From an optimization exercise on the open Yosys and OpenROAD flow, aimed at small area and a short achievable clock period; shortcuts taken in it are not production practice. Only simulation tests tie the RTL to the original design; equivalence was not proved. No driver is modelled on the clock port, so clocking that relies on it looks cheaper here than on a real chip. Power and IR drop assume default switching activity.

Setup of the baseline:
## cpu_trace_buffer
module cpu_trace_buffer #(
  parameter int unsigned DATA_W  = 32,
  parameter int unsigned STATE_W = 4,
  parameter int unsigned DEPTH   = 64,
  parameter int unsigned CNT_W   = $clog2(DEPTH + 1)
) (
  input  logic                        clk,
  input  logic                        reset,
  input  logic                        arm,
  input  logic                        mode,
  input  logic [1:0]                  trig_sel,
  input  logic [DATA_W-1:0]           trig_val,
  input  logic                        trig_in,
  input  logic [CNT_W-1:0]            post_cnt,
  input  logic [DATA_W-1:0]           PC,
  input  logic [DATA_W-1:0]           Instr,
  input  logic [STATE_W-1:0]          state,
  input  logic                        IRWrite,
  input  logic                        MemWrite,
  input  logic [DATA_W-1:0]           Adr,
  output logic                        out_valid,
  input  logic                        out_ready,
  output logic [STATE_W+2*DATA_W-1:0] out_data,
  output logic                        out_last,
  output logic                        busy,
  output logic                        triggered,
  output logic [CNT_W-1:0]            count
);
  ...
==> module trace_ram, before the edit <==
module trace_ram #(
  parameter int unsigned DEPTH = 63,
  parameter int unsigned WIDTH = 68
) (
  input  logic                       clk,
  input  logic                       i_shift,
  input  logic [WIDTH-1:0]           i_wdata,
  input  logic [DEPTH-1:0]           i_rsel,       
  input  logic [DEPTH-1:0]           i_rsel_hi,    
  output logic [WIDTH-1:0]           o_rdata
);
  logic [WIDTH-1:0] r_mem [DEPTH];
  always_ff @(posedge clk) begin
    if (i_shift) begin
      r_mem[0] <= i_wdata;
      for (int i = 1; i < DEPTH; i++) r_mem[i] <= r_mem[i-1];
    end
  end
  always_comb begin
    o_rdata = '0;
    for (int i = 0; i < DEPTH; i++)
      o_rdata = o_rdata | (r_mem[i] & {{(WIDTH-WIDTH/2){i_rsel_hi[i]}}, {(WIDTH/2){i_rsel[i]}}});
  end
endmodule
==> module cpu_trace_buffer, before the edit <==
module cpu_trace_buffer #(
  parameter int unsigned DATA_W  = 32,
  parameter int unsigned STATE_W = 4,
  parameter int unsigned DEPTH   = 64,
  parameter int unsigned CNT_W   = $clog2(DEPTH + 1)
) (
  input  logic                        clk,
  input  logic                        reset,
  input  logic                        arm,
  input  logic                        mode,
  input  logic [1:0]                  trig_sel,
  input  logic [DATA_W-1:0]           trig_val,
  input  logic                        trig_in,
  input  logic [CNT_W-1:0]            post_cnt,
  input  logic [DATA_W-1:0]           PC,
  input  logic [DATA_W-1:0]           Instr,
  input  logic [STATE_W-1:0]          state,
  input  logic                        IRWrite,
  input  logic                        MemWrite,
  input  logic [DATA_W-1:0]           Adr,
  output logic                        out_valid,
  input  logic                        out_ready,
  output logic [STATE_W+2*DATA_W-1:0] out_data,
  output logic                        out_last,
  output logic                        busy,
  output logic                        triggered,
  output logic [CNT_W-1:0]            count
);
  localparam int unsigned SD = DEPTH - 1;           
  localparam int unsigned EW = trace_pkg::ENTRY_W(STATE_W, DATA_W);
  logic              r_busy;
  logic              r_valid;
  logic              r_post;
  logic              r_triggered;
  logic              r_last;
  logic [CNT_W-1:0]  r_count;
  logic              r_cnt_nz;     
  logic              r_cnt_one;    
  logic [SD-1:0]     r_rd_oh;      
  logic [SD-1:0]     r_rd_oh_hi;   
  logic [EW-1:0]     r_head;       
  logic [CNT_W-1:0]  r_remaining;
  logic [CNT_W-1:0]  r_cnt_left;
  logic              r_mode_q;
  logic [3:0]        r_sel_oh;
  logic [DATA_W-1:0] r_val_q;
  logic              w_arm_ok;
  logic              w_sample;
  logic              w_trig_hit;
  logic              w_fire;
  logic              w_enter_dump;
  logic              w_full;
  logic              w_cnt0;
  logic              w_cnt1;
  logic              w_pop;
  logic              w_head_ld;
  logic              w_rd_mv;
  logic [CNT_W-1:0]  w_count_inc;
  logic [CNT_W-1:0]  w_post_clamp;
  logic [EW-1:0]     w_live;
  logic [EW-1:0]     w_rd_data;
  assign w_live       = {state, PC, Instr};
  assign w_arm_ok     = arm && !r_valid;
  assign w_sample     = r_busy && !arm && (!r_mode_q || IRWrite);
  assign w_full       = r_count[CNT_W-1];
  assign w_cnt0       = !r_cnt_nz;
  assign w_cnt1       = r_cnt_one;
  assign w_count_inc  = w_full ? r_count : r_count + CNT_W'(1);
  assign w_post_clamp = post_cnt[CNT_W-1] ? CNT_W'(DEPTH - 1) : post_cnt;
  assign w_trig_hit = r_sel_oh[0] ||
                      (r_sel_oh[1] && (PC == r_val_q)) ||
                      (r_sel_oh[2] && MemWrite && (Adr == r_val_q)) ||
                      (r_sel_oh[3] && trig_in);
  assign w_fire       = w_sample && !r_post && w_trig_hit;
  assign w_enter_dump = w_sample && (r_post ? (r_remaining == CNT_W'(1))
                                            : (w_trig_hit && (r_remaining == '0)));
  assign w_pop = r_valid ? out_ready : (w_sample && w_full);
  assign w_head_ld = w_pop || (w_sample && w_cnt0);
  assign w_rd_mv   = w_sample && !w_full;
  always_ff @(posedge clk or posedge reset) begin
    if (reset) begin
      r_busy      <= 1'b0;
      r_valid     <= 1'b0;
      r_post      <= 1'b0;
      r_triggered <= 1'b0;
      r_last      <= 1'b0;
      r_count     <= '0;
      r_cnt_nz    <= 1'b0;
      r_cnt_one   <= 1'b0;
    end else if (w_arm_ok) begin
      r_busy      <= 1'b1;
      r_valid     <= 1'b0;
      r_post      <= 1'b0;
      r_triggered <= 1'b0;
      r_last      <= 1'b0;
      r_count     <= '0;
      r_cnt_nz    <= 1'b0;
      r_cnt_one   <= 1'b0;
    end else begin
      if (w_sample) begin
        r_count   <= w_count_inc;
        r_cnt_nz  <= 1'b1;
        r_cnt_one <= !r_cnt_nz;
      end
      if (w_fire) begin
        r_triggered <= 1'b1;
        if (r_remaining != '0) r_post <= 1'b1;
      end
      if (w_enter_dump) begin
        r_busy  <= 1'b0;
        r_valid <= 1'b1;
        r_last  <= w_cnt0;
      end
      if (r_valid && out_ready) begin
        r_last <= (r_cnt_left == CNT_W'(2));
        if (r_cnt_left == CNT_W'(1)) r_valid <= 1'b0;
      end
    end
  end
  always_ff @(posedge clk) begin
    if (w_arm_ok) begin
      r_mode_q    <= mode;
      r_sel_oh    <= 4'b0001 << trig_sel;
      r_val_q     <= trig_val;
      r_remaining <= w_post_clamp;
    end else if (w_sample && r_post) begin
      r_remaining <= r_remaining - CNT_W'(1);
    end
    r_rd_oh <= ({SD{!w_arm_ok && w_rd_mv}}  & {r_rd_oh[SD-2:0] & {(SD-1){!w_cnt1}}, w_cnt1}) |
               ({SD{!w_arm_ok && !w_rd_mv}} & r_rd_oh);
    r_rd_oh_hi <= ({SD{!w_arm_ok && w_rd_mv}}  & {r_rd_oh_hi[SD-2:0] & {(SD-1){!w_cnt1}}, w_cnt1}) |
                  ({SD{!w_arm_ok && !w_rd_mv}} & r_rd_oh_hi);
    if (!r_valid) r_cnt_left <= w_count_inc;
    else if (out_ready) r_cnt_left <= r_cnt_left - CNT_W'(1);
    r_head <= ({EW{w_head_ld}}            & w_rd_data) |
              ({EW{w_head_ld && w_cnt0}}  & w_live) |
              ({EW{!w_head_ld}}           & r_head);
  end
  trace_ram #(
    .DEPTH (SD),
    .WIDTH (EW)
  ) u_ram (
    .clk     (clk),
    .i_shift (w_sample || (r_valid && out_ready)),
    .i_wdata (w_live),
    .i_rsel  (r_rd_oh),
    .i_rsel_hi (r_rd_oh_hi),
    .o_rdata (w_rd_data)
  );
  assign out_valid = r_valid;
  assign out_data  = r_head;
  assign out_last  = r_last;
  assign busy      = r_busy;
  assign triggered = r_triggered;
  assign count     = r_count;
endmodule
export LEC_CHECK = 0
export CAP_MARGIN = 20
export CORE_MARGIN = 2
export CORE_UTILIZATION = 55
export CTS_CLUSTER_DIAMETER = 80
export CTS_CLUSTER_SIZE = 25
export PLACE_DENSITY = 0.65
export SETUP_SLACK_MARGIN = 3.6
export SLEW_MARGIN = 20
export SYNTH_MEMORY_MAX_BITS = 8192
create_clock -name core_clock -period 6.0 [get_ports {clk}]
standard.sh (not shown) runs the stock make flow with config.mk's settings and CLKGATE_MAP_FILE= SYNTH_SCRIPT=/design/flow/synth_recipe.tcl, a recipe that flattens the netlist after the stock synthesis.
==> flow/flow/run.sh <==
#!/bin/bash
# Standard layout, except that after clock tree synthesis the tree's root
# buffer is split into four, one per quadrant, which then drive the
# third level directly (flow/split_root.tcl).
set -e
cd "$(dirname "$0")/.."
export RES_DIR=$PWD/orfs/results/$FLOW_PLATFORM/cpu_trace_buffer/base
export FLOW_CLOCK_PORT=clk
OPENROAD=$(command -v openroad || echo "$FLOW_HOME/../tools/install/OpenROAD/bin/openroad")
bash standard.sh cts > std_cts.log 2>&1
"$OPENROAD" -exit -no_init flow/split_root.tcl > split_root.log 2>&1
bash standard.sh finish > std_finish.log 2>&1
Other scripts of this flow, unchanged in this note and not shown: flow/flow/split_root.tcl
diff inputs: the baseline => the candidate
--- a/flow/design.v
+++ b/flow/design.v
@@ -11,27 +11,26 @@
   parameter int unsigned DEPTH = 63,
   parameter int unsigned WIDTH = 68
 ) (
   input  logic                       clk,
   input  logic                       i_shift,
   input  logic [WIDTH-1:0]           i_wdata,
-  input  logic [DEPTH-1:0]           i_rsel,       
-  input  logic [DEPTH-1:0]           i_rsel_hi,    
+  input  logic [DEPTH-1:0]           i_rsel,
   output logic [WIDTH-1:0]           o_rdata
 );
   logic [WIDTH-1:0] r_mem [DEPTH];
   always_ff @(posedge clk) begin
     if (i_shift) begin
       r_mem[0] <= i_wdata;
       for (int i = 1; i < DEPTH; i++) r_mem[i] <= r_mem[i-1];
     end
   end
   always_comb begin
     o_rdata = '0;
     for (int i = 0; i < DEPTH; i++)
-      o_rdata = o_rdata | (r_mem[i] & {{(WIDTH-WIDTH/2){i_rsel_hi[i]}}, {(WIDTH/2){i_rsel[i]}}});
+      o_rdata = o_rdata | (r_mem[i] & {WIDTH{i_rsel[i]}});
   end
 endmodule
 module cpu_trace_buffer #(
   parameter int unsigned DATA_W  = 32,
   parameter int unsigned STATE_W = 4,
   parameter int unsigned DEPTH   = 64,
@@ -67,13 +66,12 @@
   logic              r_triggered;
   logic              r_last;
   logic [CNT_W-1:0]  r_count;
   logic              r_cnt_nz;     
   logic              r_cnt_one;    
   logic [SD-1:0]     r_rd_oh;      
-  logic [SD-1:0]     r_rd_oh_hi;   
   logic [EW-1:0]     r_head;       
   logic [CNT_W-1:0]  r_remaining;
   logic [CNT_W-1:0]  r_cnt_left;
   logic              r_mode_q;
   logic [3:0]        r_sel_oh;
   logic [DATA_W-1:0] r_val_q;
@@ -158,14 +156,12 @@
       r_remaining <= w_post_clamp;
     end else if (w_sample && r_post) begin
       r_remaining <= r_remaining - CNT_W'(1);
     end
     r_rd_oh <= ({SD{!w_arm_ok && w_rd_mv}}  & {r_rd_oh[SD-2:0] & {(SD-1){!w_cnt1}}, w_cnt1}) |
                ({SD{!w_arm_ok && !w_rd_mv}} & r_rd_oh);
-    r_rd_oh_hi <= ({SD{!w_arm_ok && w_rd_mv}}  & {r_rd_oh_hi[SD-2:0] & {(SD-1){!w_cnt1}}, w_cnt1}) |
-                  ({SD{!w_arm_ok && !w_rd_mv}} & r_rd_oh_hi);
     if (!r_valid) r_cnt_left <= w_count_inc;
     else if (out_ready) r_cnt_left <= r_cnt_left - CNT_W'(1);
     r_head <= ({EW{w_head_ld}}            & w_rd_data) |
               ({EW{w_head_ld && w_cnt0}}  & w_live) |
               ({EW{!w_head_ld}}           & r_head);
   end
@@ -174,13 +170,12 @@
     .WIDTH (EW)
   ) u_ram (
     .clk     (clk),
     .i_shift (w_sample || (r_valid && out_ready)),
     .i_wdata (w_live),
     .i_rsel  (r_rd_oh),
-    .i_rsel_hi (r_rd_oh_hi),
     .o_rdata (w_rd_data)
   );
   assign out_valid = r_valid;
   assign out_data  = r_head;
   assign out_last  = r_last;
   assign busy      = r_busy;
Notes after the runs:
The baseline completed end to end with timing, DRC and antenna clean.
The candidate has completed all stages; timing, DRC and antenna checks passed.
The candidate vs. the baseline: sink count of the clock tree shows a reduction of about 1.4%; portion of the clock cycle consumed by the worst path in the final layout flat.
The candidate against the baseline: effective utilization at floorplan saw little to no change, synthesized netlist net count saw a decrease, synthesized cell area saw a decrease, final area saw little to no change, sequential cell count saw a decrease.
The type of the worst setup path comes out primary input to flop in one run and flop to flop in the other, namely in the baseline and the candidate respectively.
For clock power, the baseline and the candidate come out practically identical.

what the ideal ports hide:
No port has a modelled driver above. Below, the same layouts with a new extraction and two added sets of constraints.
Step 1 sets driving cells, clkbuf_16 on the clock port and buf_2 on the other inputs (assumed; they add their load-dependent delay and slew).
Step 2, shift: input delay + t, output delay - t, t = (earliest + latest rising clock arrival at the registers) / 2. This alone moves slack from input paths to output paths.
Three values: ideal ports, drivers, drivers and shift; two values: the first two.
run	t, ns	setup WS [ns]	worst setup path after step 2	worst data-port slew with drivers (ns)
the baseline	0.881	3.490 / 3.331 / 2.726	input to register	0.17
the candidate	0.888	3.491 / 3.316 / 2.871	input to register	0.19
After both steps setup and hold are still met in every run listed. For the baseline, which loses most, drivers alone change the setup slack by -0.159 ns; drivers and shift together by -0.764 ns.
